This design comes from an exercise in tuning for small area, a short achievable clock period and few clock cycles on the open sky130 flow, not from production work.

==> 04-07 <==
==> flow/design.v <==
package mm_pkg;
  localparam int DATA_WIDTH = 8;                        
  localparam int N = 4;                                 
  localparam int MULTIPLY_DATA_WIDTH = 2 * DATA_WIDTH;  
  localparam int ACCUM_DATA_WIDTH = 16;                 
  localparam int ACC_WIDTH = MULTIPLY_DATA_WIDTH + ACCUM_DATA_WIDTH;
  localparam int ADDR_WIDTH = 16;                       
  localparam int MAX_MATRIX_LENGTH = 4096;              
  localparam int LEN_WIDTH = $clog2(MAX_MATRIX_LENGTH + 1);  
  localparam int FIFO_DEPTH = 4;                        
  typedef logic [DATA_WIDTH-1:0] data_t;                
  typedef logic [ACC_WIDTH-1:0]  acc_t;                 
  typedef logic [ADDR_WIDTH-1:0] addr_t;                
  typedef logic [LEN_WIDTH-1:0]  len_t;                 
  typedef data_t [N-1:0] operand_vec_t;
  typedef acc_t [N-1:0] result_row_t;
endpackage
`timescale 1ns/1ps
`timescale 1ns/1ps
`timescale 1ns/1ps
`timescale 1ns/1ps
module pp_reduce (
  input  logic [7:0]  a_i,
  input  logic [9:0]  t_i,    
  input  logic [7:0]  b_i,
  output logic [15:0] s_o,
  output logic [15:0] c_o
);
  logic [9:0] row0, row1, row2, row3;
  logic f0s, f0c, f1s, f1c, f2s, f2c, f3s, f3c, f4s, f4c, f5s, f5c, f6s, f6c, f7s, f7c, f8s, f8c, f9s, f9c, f10s, f10c, f11s, f11c, f12s, f12c, f13s, f13c, f14s, f14c, f15s, f15c;
  always_comb begin
    case (b_i[1:0])
      2'd1:    row0 = {2'b00, a_i};
      2'd2:    row0 = {1'b0, a_i, 1'b0};
      2'd3:    row0 = t_i;
      default: row0 = 10'd0;
    endcase
    case (b_i[3:2])
      2'd1:    row1 = {2'b00, a_i};
      2'd2:    row1 = {1'b0, a_i, 1'b0};
      2'd3:    row1 = t_i;
      default: row1 = 10'd0;
    endcase
    case (b_i[5:4])
      2'd1:    row2 = {2'b00, a_i};
      2'd2:    row2 = {1'b0, a_i, 1'b0};
      2'd3:    row2 = t_i;
      default: row2 = 10'd0;
    endcase
    case (b_i[7:6])
      2'd1:    row3 = {2'b00, a_i};
      2'd2:    row3 = {1'b0, a_i, 1'b0};
      2'd3:    row3 = t_i;
      default: row3 = 10'd0;
    endcase
  end
  assign f0s = row0[6] ^ row1[4];
  assign f0c = row0[6] & row1[4];
  assign f1s = row0[7] ^ row1[5] ^ row2[3];
  assign f1c = (row0[7] & row1[5]) | (row0[7] & row2[3]) | (row1[5] & row2[3]);
  assign f2s = row0[8] ^ row1[6] ^ row2[4];
  assign f2c = (row0[8] & row1[6]) | (row0[8] & row2[4]) | (row1[6] & row2[4]);
  assign f3s = row0[9] ^ row1[7] ^ row2[5];
  assign f3c = (row0[9] & row1[7]) | (row0[9] & row2[5]) | (row1[7] & row2[5]);
  assign f4s = row1[8] ^ row2[6];
  assign f4c = row1[8] & row2[6];
  assign f5s = row1[9] ^ row2[7];
  assign f5c = row1[9] & row2[7];
  assign f6s = row0[4] ^ row1[2];
  assign f6c = row0[4] & row1[2];
  assign f7s = row0[5] ^ row1[3] ^ row2[1];
  assign f7c = (row0[5] & row1[3]) | (row0[5] & row2[1]) | (row1[3] & row2[1]);
  assign f8s = row2[2] ^ row3[0] ^ f0s;
  assign f8c = (row2[2] & row3[0]) | (row2[2] & f0s) | (row3[0] & f0s);
  assign f9s = row3[1] ^ f0c ^ f1s;
  assign f9c = (row3[1] & f0c) | (row3[1] & f1s) | (f0c & f1s);
  assign f10s = row3[2] ^ f1c ^ f2s;
  assign f10c = (row3[2] & f1c) | (row3[2] & f2s) | (f1c & f2s);
  assign f11s = row3[3] ^ f2c ^ f3s;
  assign f11c = (row3[3] & f2c) | (row3[3] & f3s) | (f2c & f3s);
  assign f12s = row3[4] ^ f3c ^ f4s;
  assign f12c = (row3[4] & f3c) | (row3[4] & f4s) | (f3c & f4s);
  assign f13s = row3[5] ^ f4c ^ f5s;
  assign f13c = (row3[5] & f4c) | (row3[5] & f5s) | (f4c & f5s);
  assign f14s = row2[8] ^ row3[6] ^ f5c;
  assign f14c = (row2[8] & row3[6]) | (row2[8] & f5c) | (row3[6] & f5c);
  assign f15s = row2[9] ^ row3[7];
  assign f15c = row2[9] & row3[7];
  assign s_o = {row3[9], row3[8], f14c, f13c, f12c, f11c, f10c, f9c, f8c, f7c, f6c, row2[0], row0[3], row0[2], row0[1], row0[0]};
  assign c_o = {1'b0, f15c, f15s, f14s, f13s, f12s, f11s, f10s, f9s, f8s, f7s, f6s, row1[1], row1[0], 1'b0, 1'b0};
endmodule
`timescale 1ns/1ps
`timescale 1ns/1ps
module mm_top (
  input  logic         clk_i,
  input  logic         rst_n_i,
  input  logic         instr_valid_i,
  input  logic [15:0]  a_addr_i,
  input  logic [15:0]  b_addr_i,
  input  logic [15:0]  c_addr_i,
  input  logic [12:0]  len_i,
  output logic         instr_ready_o,
  output logic         done_o,
  output logic         a_rd_req_o,
  output logic [15:0]  a_rd_addr_o,
  input  logic         a_rd_valid_i,
  input  logic [31:0]  a_rd_data_i,
  output logic         b_rd_req_o,
  output logic [15:0]  b_rd_addr_o,
  input  logic         b_rd_valid_i,
  input  logic [31:0]  b_rd_data_i,
  output logic         wr_valid_o,
  output logic [15:0]  wr_addr_o,
  output logic [127:0] wr_data_o,
  input  logic         wr_ready_i
);
  localparam int AW = 28;   
  function automatic logic [39:0] triple(input logic [31:0] w);
    for (int i = 0; i < 4; i++)
      triple[10*i +: 10] = {2'b00, w[8*i +: 8]} + {1'b0, w[8*i +: 8], 1'b0};
  endfunction
  logic busy_q, ready_q, clr_q, done_q;
  logic accept;
  assign instr_ready_o = ready_q;         
  assign accept        = instr_valid_i && ready_q;
  assign done_o        = done_q;
  logic [15:0] a_addr_q, b_addr_q;
  logic [12:0] a_rem_q, b_rem_q;
  logic        a_more_q, b_more_q, a_req_q, b_req_q;
  logic        ahv_q, bhv_q;
  logic [31:0] ah_q, bh_q;
  logic [39:0] a3h_q;                     
  logic [31:0] p0_q, p1_q;                
  logic [1:0]  pcnt_q;                    
  logic        pown_q;                    
  logic        a_take, b_take, fire;
  logic        a_pool, b_pool;            
  logic        a_more_d, b_more_d, ahv_d, bhv_d;
  logic [1:0]  pcnt_d;
  logic        pown_d;
  assign fire        = ahv_q && bhv_q;
  assign a_rd_req_o  = a_req_q;
  assign b_rd_req_o  = b_req_q;
  assign a_rd_addr_o = a_addr_q;
  assign b_rd_addr_o = b_addr_q;
  assign a_take      = a_req_q && a_rd_valid_i;
  assign b_take      = b_req_q && b_rd_valid_i;
  assign a_pool      = pcnt_q != 2'd0 && !pown_q;
  assign b_pool      = pcnt_q != 2'd0 && pown_q;
  always_comb begin
    a_more_d = accept || (a_more_q && !(a_take && a_rem_q == 13'd1));
    b_more_d = accept || (b_more_q && !(b_take && b_rem_q == 13'd1));
    pown_d   = pown_q;
    if (fire) begin
      ahv_d  = a_pool || a_take;
      bhv_d  = b_pool || b_take;
      pcnt_d = pcnt_q - 2'(a_pool && !a_take) - 2'(b_pool && !b_take);
    end else begin
      ahv_d  = ahv_q || a_take;
      bhv_d  = bhv_q || b_take;
      pcnt_d = pcnt_q + 2'(ahv_q && a_take) + 2'(bhv_q && b_take);
      if (ahv_q && a_take) pown_d = 1'b0;
      if (bhv_q && b_take) pown_d = 1'b1;
    end
  end
  always_ff @(posedge clk_i or negedge rst_n_i) begin
    if (!rst_n_i) begin
      a_more_q <= 1'b0; b_more_q <= 1'b0;
      a_req_q  <= 1'b0; b_req_q  <= 1'b0;
      ahv_q <= 1'b0; ah_q <= '0; a3h_q <= '0;
      bhv_q <= 1'b0; bh_q <= '0;
      pcnt_q <= 2'd0; pown_q <= 1'b0;
    end else begin
      a_more_q <= a_more_d;
      b_more_q <= b_more_d;
      ahv_q  <= ahv_d;
      bhv_q  <= bhv_d;
      pcnt_q <= pcnt_d;
      pown_q <= pown_d;
      a_req_q <= a_more_d && (!ahv_d || bhv_d || pcnt_d != 2'd2);
      b_req_q <= b_more_d && (!bhv_d || ahv_d || pcnt_d != 2'd2);
      if (fire) begin
        ah_q  <= a_pool ? p0_q : (a_take ? a_rd_data_i : 32'd0);
        a3h_q <= a_pool ? triple(p0_q) : (a_take ? triple(a_rd_data_i) : 40'd0);
        bh_q  <= b_pool ? p0_q : (b_take ? b_rd_data_i : 32'd0);
      end else begin
        if (a_take && !ahv_q) begin
          ah_q  <= a_rd_data_i;
          a3h_q <= triple(a_rd_data_i);
        end
        if (b_take && !bhv_q) bh_q <= b_rd_data_i;
      end
    end
  end
  logic        p_push, p_pop;
  logic [31:0] p_in;
  assign p_pop  = fire && pcnt_q != 2'd0;
  assign p_push = fire ? ((a_pool && a_take) || (b_pool && b_take))
                       : ((ahv_q && a_take) || (bhv_q && b_take));
  assign p_in   = (fire ? b_pool : bhv_q) ? b_rd_data_i : a_rd_data_i;
  always_ff @(posedge clk_i) begin
    if (p_pop) begin
      if (p_push && pcnt_q == 2'd1) p0_q <= p_in;
      else                          p0_q <= p1_q;
      if (p_push && pcnt_q == 2'd2) p1_q <= p_in;
    end else if (p_push) begin
      if (pcnt_q == 2'd0) p0_q <= p_in;
      else                p1_q <= p_in;
    end
  end
  always_ff @(posedge clk_i) begin
    if (!busy_q) begin
      a_addr_q <= a_addr_i;
      b_addr_q <= b_addr_i;
      a_rem_q  <= len_i;
      b_rem_q  <= len_i;
    end else begin
      if (a_take) begin
        a_addr_q <= a_addr_q + 16'd1;
        a_rem_q  <= a_rem_q - 13'd1;
      end
      if (b_take) begin
        b_addr_q <= b_addr_q + 16'd1;
        b_rem_q  <= b_rem_q - 13'd1;
      end
    end
  end
  logic [15:0]   ps [16];
  logic [15:0]   pc [16];
  logic [15:0]   ps_q [16];
  logic [15:0]   pc_q [16];
  logic [AW-1:0] acc_q [16];
  logic [AW-1:0] sum3_x [16];
  logic [AW-1:0] sum3_y [16];
  logic [AW-1:0] acc_d [16];
  logic          last_fire, last1_q;
  for (genvar i = 0; i < 4; i++) begin : g_row
    for (genvar j = 0; j < 4; j++) begin : g_col
      pp_reduce u_pp (.a_i(ah_q[8*i +: 8]), .t_i(a3h_q[10*i +: 10]), .b_i(bh_q[8*j +: 8]),
                      .s_o(ps[i*4+j]), .c_o(pc[i*4+j]));
    end
  end
  assign last_fire = fire && !a_more_q && !b_more_q && pcnt_q == 2'd0;
  always_comb begin
    for (int l = 0; l < 16; l++) begin
      sum3_x[l] = acc_q[l] ^ AW'(ps_q[l]) ^ AW'(pc_q[l]);
      sum3_y[l] = {(acc_q[l][AW-2:0] & AW'(ps_q[l])) | (acc_q[l][AW-2:0] & AW'(pc_q[l])) |
                   (AW'(ps_q[l]) & AW'(pc_q[l])), 1'b0};
      acc_d[l]  = {AW{!clr_q}} & (sum3_x[l] + sum3_y[l]);
    end
  end
  always_ff @(posedge clk_i) begin
    for (int l = 0; l < 16; l++) begin
      ps_q[l]  <= ps[l];
      pc_q[l]  <= pc[l];
      acc_q[l] <= acc_d[l];
    end
  end
  logic        wr_valid_q;
  logic [1:0]  row_q;
  logic [2:0]  nxt_oh_q;                  
  logic [15:0] c_addr_q;
  logic [AW-1:0] wd_q [4];
  logic        wr_done;
  assign wr_valid_o = wr_valid_q;
  assign wr_addr_o  = c_addr_q;
  assign wr_done    = wr_valid_q && wr_ready_i;
  always_comb begin
    for (int j = 0; j < 4; j++) wr_data_o[32*j +: 32] = 32'(wd_q[j]);
  end
  always_ff @(posedge clk_i) begin
    for (int j = 0; j < 4; j++) begin
      if (last1_q) wd_q[j] <= acc_d[j];
      else if (wr_done)
        wd_q[j] <= ({AW{nxt_oh_q[0]}} & acc_q[4+j]) | ({AW{nxt_oh_q[1]}} & acc_q[8+j]) |
                   ({AW{nxt_oh_q[2]}} & acc_q[12+j]);
    end
  end
  always_ff @(posedge clk_i or negedge rst_n_i) begin
    if (!rst_n_i) begin
      busy_q     <= 1'b0;
      ready_q    <= 1'b1;
      clr_q      <= 1'b0;
      last1_q    <= 1'b0;
      done_q     <= 1'b0;
      wr_valid_q <= 1'b0;
      row_q      <= 2'd0;
      nxt_oh_q   <= 3'b001;
    end else begin
      clr_q   <= accept;
      last1_q <= last_fire;
      done_q  <= 1'b0;
      if (accept) begin
        busy_q  <= 1'b1;
        ready_q <= 1'b0;
      end
      if (last1_q) wr_valid_q <= 1'b1;
      if (wr_done) begin
        row_q    <= row_q + 2'd1;
        nxt_oh_q <= {nxt_oh_q[1:0], nxt_oh_q[2]};
        if (row_q == 2'd3) begin
          nxt_oh_q   <= 3'b001;
          wr_valid_q <= 1'b0;
          done_q     <= 1'b1;
          busy_q     <= 1'b0;
          ready_q    <= 1'b1;
        end
      end
    end
  end
  always_ff @(posedge clk_i) begin
    if (!busy_q) c_addr_q <= c_addr_i;
    else if (wr_done) c_addr_q <= c_addr_q + 16'd1;
  end
endmodule
==> flow/run.sh <==
#!/bin/bash
# synth_recipe.tcl (not shown) runs the flow's synth.tcl, then flattens the netlist and writes it again
# the make line also repeats each setting of config.mk as NAME=value (left out here)
make -C /OpenROAD-flow-scripts/flow DESIGN_CONFIG=/design/flow/config.mk WORK_HOME=/design/flow/orfs CLKGATE_MAP_FILE= SYNTH_SCRIPT=/design/flow/synth_recipe.tcl finish
==> flow/config.mk <==
export PLATFORM = sky130hd
export DESIGN_NAME = mm_top
export DESIGN_NICKNAME = mm_top
export VERILOG_FILES = /design/flow/design.v
export SDC_FILE = /design/flow/constraint.sdc
export NUM_CORES = 4
export LEC_CHECK = 0
export CAP_MARGIN = 20
export CORE_MARGIN = 2
export CORE_UTILIZATION = 40
export SETUP_SLACK_MARGIN = 3.0
export SLEW_MARGIN = 20
==> flow/constraint.sdc <==
create_clock -name core_clock -period 6.0 [get_ports {clk_i}]
set_input_delay 1.2000 -clock core_clock [delete_from_list [all_inputs] [get_ports {clk_i}]]
set_output_delay 1.2000 -clock core_clock [all_outputs]
set_load 0.01 [all_outputs]
==> 08-24: changes against 04-07 <==
--- a/flow/design.v
+++ b/flow/design.v
@@ -121,6 +121,6 @@
   endfunction
-  logic busy_q, ready_q, clr_q, done_q;
+  logic busy_q, clr_q, done_q;
   logic accept;
-  assign instr_ready_o = ready_q;         
-  assign accept        = instr_valid_i && ready_q;
+  assign instr_ready_o = !busy_q;
+  assign accept        = instr_valid_i && !busy_q;
   assign done_o        = done_q;
@@ -128,82 +128,58 @@
   logic [12:0] a_rem_q, b_rem_q;
-  logic        a_more_q, b_more_q, a_req_q, b_req_q;
-  logic        ahv_q, bhv_q;
-  logic [31:0] ah_q, bh_q;
+  logic        a_more_q, b_more_q;
+  logic        ahv_q, atv_q, bhv_q, btv_q;
+  logic [31:0] ah_q, at_q, bh_q, bt_q;
   logic [39:0] a3h_q;                     
-  logic [31:0] p0_q, p1_q;                
-  logic [1:0]  pcnt_q;                    
-  logic        pown_q;                    
   logic        a_take, b_take, fire;
-  logic        a_pool, b_pool;            
-  logic        a_more_d, b_more_d, ahv_d, bhv_d;
-  logic [1:0]  pcnt_d;
-  logic        pown_d;
   assign fire        = ahv_q && bhv_q;
-  assign a_rd_req_o  = a_req_q;
-  assign b_rd_req_o  = b_req_q;
+  assign a_rd_req_o  = a_more_q && (!atv_q || fire);
+  assign b_rd_req_o  = b_more_q && (!btv_q || fire);
   assign a_rd_addr_o = a_addr_q;
   assign b_rd_addr_o = b_addr_q;
-  assign a_take      = a_req_q && a_rd_valid_i;
-  assign b_take      = b_req_q && b_rd_valid_i;
-  assign a_pool      = pcnt_q != 2'd0 && !pown_q;
-  assign b_pool      = pcnt_q != 2'd0 && pown_q;
-  always_comb begin
-    a_more_d = accept || (a_more_q && !(a_take && a_rem_q == 13'd1));
-    b_more_d = accept || (b_more_q && !(b_take && b_rem_q == 13'd1));
-    pown_d   = pown_q;
-    if (fire) begin
-      ahv_d  = a_pool || a_take;
-      bhv_d  = b_pool || b_take;
-      pcnt_d = pcnt_q - 2'(a_pool && !a_take) - 2'(b_pool && !b_take);
-    end else begin
-      ahv_d  = ahv_q || a_take;
-      bhv_d  = bhv_q || b_take;
-      pcnt_d = pcnt_q + 2'(ahv_q && a_take) + 2'(bhv_q && b_take);
-      if (ahv_q && a_take) pown_d = 1'b0;
-      if (bhv_q && b_take) pown_d = 1'b1;
-    end
-  end
+  assign a_take      = a_rd_req_o && a_rd_valid_i;
+  assign b_take      = b_rd_req_o && b_rd_valid_i;
   always_ff @(posedge clk_i or negedge rst_n_i) begin
     if (!rst_n_i) begin
-      a_more_q <= 1'b0; b_more_q <= 1'b0;
-      a_req_q  <= 1'b0; b_req_q  <= 1'b0;
-      ahv_q <= 1'b0; ah_q <= '0; a3h_q <= '0;
-      bhv_q <= 1'b0; bh_q <= '0;
-      pcnt_q <= 2'd0; pown_q <= 1'b0;
+      a_more_q <= 1'b0;
+      b_more_q <= 1'b0;
+      ahv_q <= 1'b0; atv_q <= 1'b0; ah_q <= '0; a3h_q <= '0; at_q <= '0;
+      bhv_q <= 1'b0; btv_q <= 1'b0; bh_q <= '0; bt_q <= '0;
     end else begin
-      a_more_q <= a_more_d;
-      b_more_q <= b_more_d;
-      ahv_q  <= ahv_d;
-      bhv_q  <= bhv_d;
-      pcnt_q <= pcnt_d;
-      pown_q <= pown_d;
-      a_req_q <= a_more_d && (!ahv_d || bhv_d || pcnt_d != 2'd2);
-      b_req_q <= b_more_d && (!bhv_d || ahv_d || pcnt_d != 2'd2);
+      if (accept) begin
+        a_more_q <= 1'b1;
+        b_more_q <= 1'b1;
+      end else begin
+        if (a_take && a_rem_q == 13'd1) a_more_q <= 1'b0;
+        if (b_take && b_rem_q == 13'd1) b_more_q <= 1'b0;
+      end
       if (fire) begin
-        ah_q  <= a_pool ? p0_q : (a_take ? a_rd_data_i : 32'd0);
-        a3h_q <= a_pool ? triple(p0_q) : (a_take ? triple(a_rd_data_i) : 40'd0);
-        bh_q  <= b_pool ? p0_q : (b_take ? b_rd_data_i : 32'd0);
-      end else begin
-        if (a_take && !ahv_q) begin
+        ahv_q <= atv_q || a_take;
+        ah_q  <= atv_q ? at_q : (a_take ? a_rd_data_i : 32'd0);
+        a3h_q <= atv_q ? triple(at_q) : (a_take ? triple(a_rd_data_i) : 40'd0);
+        atv_q <= atv_q && a_take;
+        at_q  <= (atv_q && a_take) ? a_rd_data_i : 32'd0;
+      end else if (a_take) begin
+        if (!ahv_q) begin
+          ahv_q <= 1'b1;
           ah_q  <= a_rd_data_i;
           a3h_q <= triple(a_rd_data_i);
+        end else begin
+          atv_q <= 1'b1;
+          at_q  <= a_rd_data_i;
         end
-        if (b_take && !bhv_q) bh_q <= b_rd_data_i;
-      end
-    end
-  end
-  logic        p_push, p_pop;
-  logic [31:0] p_in;
-  assign p_pop  = fire && pcnt_q != 2'd0;
-  assign p_push = fire ? ((a_pool && a_take) || (b_pool && b_take))
-                       : ((ahv_q && a_take) || (bhv_q && b_take));
-  assign p_in   = (fire ? b_pool : bhv_q) ? b_rd_data_i : a_rd_data_i;
-  always_ff @(posedge clk_i) begin
-    if (p_pop) begin
-      if (p_push && pcnt_q == 2'd1) p0_q <= p_in;
-      else                          p0_q <= p1_q;
-      if (p_push && pcnt_q == 2'd2) p1_q <= p_in;
-    end else if (p_push) begin
-      if (pcnt_q == 2'd0) p0_q <= p_in;
-      else                p1_q <= p_in;
+      end
+      if (fire) begin
+        bhv_q <= btv_q || b_take;
+        bh_q  <= btv_q ? bt_q : (b_take ? b_rd_data_i : 32'd0);
+        btv_q <= btv_q && b_take;
+        bt_q  <= (btv_q && b_take) ? b_rd_data_i : 32'd0;
+      end else if (b_take) begin
+        if (!bhv_q) begin
+          bhv_q <= 1'b1;
+          bh_q  <= b_rd_data_i;
+        end else begin
+          btv_q <= 1'b1;
+          bt_q  <= b_rd_data_i;
+        end
+      end
     end
@@ -234,3 +210,2 @@
   logic [AW-1:0] sum3_y [16];
-  logic [AW-1:0] acc_d [16];
   logic          last_fire, last1_q;
@@ -242,3 +217,3 @@
   end
-  assign last_fire = fire && !a_more_q && !b_more_q && pcnt_q == 2'd0;
+  assign last_fire = fire && !a_more_q && !b_more_q && !atv_q && !btv_q;
   always_comb begin
@@ -248,3 +223,2 @@
                    (AW'(ps_q[l]) & AW'(pc_q[l])), 1'b0};
-      acc_d[l]  = {AW{!clr_q}} & (sum3_x[l] + sum3_y[l]);
     end
@@ -255,3 +229,3 @@
       pc_q[l]  <= pc[l];
-      acc_q[l] <= acc_d[l];
+      acc_q[l] <= clr_q ? {AW{1'b0}} : sum3_x[l] + sum3_y[l];
     end
@@ -260,5 +234,4 @@
   logic [1:0]  row_q;
-  logic [2:0]  nxt_oh_q;                  
+  logic [3:0]  row_oh_q;                  
   logic [15:0] c_addr_q;
-  logic [AW-1:0] wd_q [4];
   logic        wr_done;
@@ -268,11 +241,6 @@
   always_comb begin
-    for (int j = 0; j < 4; j++) wr_data_o[32*j +: 32] = 32'(wd_q[j]);
-  end
-  always_ff @(posedge clk_i) begin
-    for (int j = 0; j < 4; j++) begin
-      if (last1_q) wd_q[j] <= acc_d[j];
-      else if (wr_done)
-        wd_q[j] <= ({AW{nxt_oh_q[0]}} & acc_q[4+j]) | ({AW{nxt_oh_q[1]}} & acc_q[8+j]) |
-                   ({AW{nxt_oh_q[2]}} & acc_q[12+j]);
-    end
+    wr_data_o = '0;
+    for (int r = 0; r < 4; r++)
+      for (int j = 0; j < 4; j++)
+        wr_data_o[32*j +: AW] = wr_data_o[32*j +: AW] | (acc_q[r*4+j] & {AW{row_oh_q[r]}});
   end
@@ -281,3 +249,2 @@
       busy_q     <= 1'b0;
-      ready_q    <= 1'b1;
       clr_q      <= 1'b0;
@@ -287,3 +254,3 @@
       row_q      <= 2'd0;
-      nxt_oh_q   <= 3'b001;
+      row_oh_q   <= 4'b0001;
     end else begin
@@ -292,6 +259,3 @@
       done_q  <= 1'b0;
-      if (accept) begin
-        busy_q  <= 1'b1;
-        ready_q <= 1'b0;
-      end
+      if (accept) busy_q <= 1'b1;
       if (last1_q) wr_valid_q <= 1'b1;
@@ -299,5 +263,4 @@
         row_q    <= row_q + 2'd1;
-        nxt_oh_q <= {nxt_oh_q[1:0], nxt_oh_q[2]};
+        row_oh_q <= {row_oh_q[2:0], row_oh_q[3]};
         if (row_q == 2'd3) begin
-          nxt_oh_q   <= 3'b001;
           wr_valid_q <= 1'b0;
@@ -305,3 +268,2 @@
           busy_q     <= 1'b0;
-          ready_q    <= 1'b1;
         end
--- a/flow/config.mk
+++ b/flow/config.mk
@@ -10,3 +10,2 @@
 export CORE_UTILIZATION = 40
-export SETUP_SLACK_MARGIN = 3.0
 export SLEW_MARGIN = 20
==> 05-21: changes against 04-07 <==
--- a/flow/config.mk
+++ b/flow/config.mk
@@ -10,3 +10,3 @@
 export CORE_UTILIZATION = 40
-export SETUP_SLACK_MARGIN = 3.0
+export SETUP_SLACK_MARGIN = 3.5
 export SLEW_MARGIN = 20
==> impl_results.rst <==
.. list-table::
   :header-rows: 1

   * - Metric
     - Value
   * - CP Class
     - flip-flop to flip-flop
   * - Share of Yosys cell area claimed by the top area cell type
     - between 20% and 30%
   * - Dpl cells
     - between 10000 and 15000
   * - Sequence of cells on the critical path
     - fa_1 -> inv_2 -> fa_2 -> and2b_2 -> o2111ai_2 -> nand4b_1 -> a311o_1 -> a311oi_4 -> buf_6 -> nor4b_2 -> xnor2_1 -> nor2_1 -> o21a_1
   * - Flip-flop and latch share of the layout cell area
     - 29.4%
   * - Non-filler instance count after layout
     - about 11000
   * - Run status
     - complete, no violations
   * - Core area
     - 0.192 mm2
   * - Total of flip-flops plus latches after synthesis
     - 1282
   * - Non-clock inverters
     - 357
-- figures above: 05-21

==> impl_results.rst <==
.. list-table::
   :header-rows: 1

   * - Metric
     - Value
   * - Run status
     - complete, no violations
   * - Core area
     - 0.185 mm2
   * - Die area
     - 0.190 mm2
   * - Aggregate routed wire length
     - between 200000 and 300000 um
   * - Sequence of cells on the critical path
     - buf_4 -> a22oi_1 -> nand2_1 -> clkdlybuf4s50_1
   * - CP Class
     - flip-flop to output port
   * - Share of Yosys cell area claimed by the top area cell type
     - between 20% and 30%
   * - Non-clock inverters
     - 454
   * - Dpl cells
     - 10200
   * - Flip-flop and latch share of the layout cell area
     - 29.6%
   * - Non-filler instance count after layout
     - 10500
-- figures above: 08-24

==> impl_results.rst <==
.. list-table::
   :header-rows: 1

   * - Metric
     - Value
   * - Share of Yosys cell area claimed by the top area cell type
     - between 20% and 30%
   * - Flip-flop and latch share of the layout cell area
     - 31.4%
   * - Dpl cells
     - 10000
   * - Run status
     - complete, no violations
   * - CP Class
     - flip-flop to flip-flop
   * - Total of flip-flops plus latches after synthesis
     - approximately 1300
   * - Sequence of cells on the critical path
     - fa_1 -> inv_1 -> fa_2 -> and2b_1 -> o2111ai_2 -> nand4b_1 -> a311o_1 -> a311oi_4 -> buf_12 -> nor3_4 -> xnor2_1 -> nor2_1 -> o21a_1
-- figures above: 04-07

Function was not checked in any run of this note: the RTL went through the layout flow alone.

[what the ideal ports hide]
No port has a modelled driver above. Below, the same layouts with a new extraction and two added sets of constraints. Step 1: set_driving_cell puts a clkbuf_16 on clk_i and a buf_2 on each other input, an assumption about the parent block. Step 2 also shifts input and output timing later by t, the mid clock arrival at the registers, as if the neighbouring blocks saw the same clock. a / b / c = ideal ports / drivers / drivers and shift; a / b = the first two.
run | shift t [ns] | setup slack, ns | worst data-port slew with drivers (ns) | cell pins on the clock port's net
04-07 | 0.897 | 2.502 / 2.502 / 2.283 | 0.06 | 1
08-24 | 0.875 | 1.505 / 1.421 / 2.243 | 0.24 | 1
05-21 | 0.889 | 2.579 / 2.579 / 2.579 | 0.13 | 1
After both steps setup and hold are still met in every run listed. The setup slack of 04-07, which loses most, moves by 0.000 ns with the drivers and by -0.219 ns with both steps.
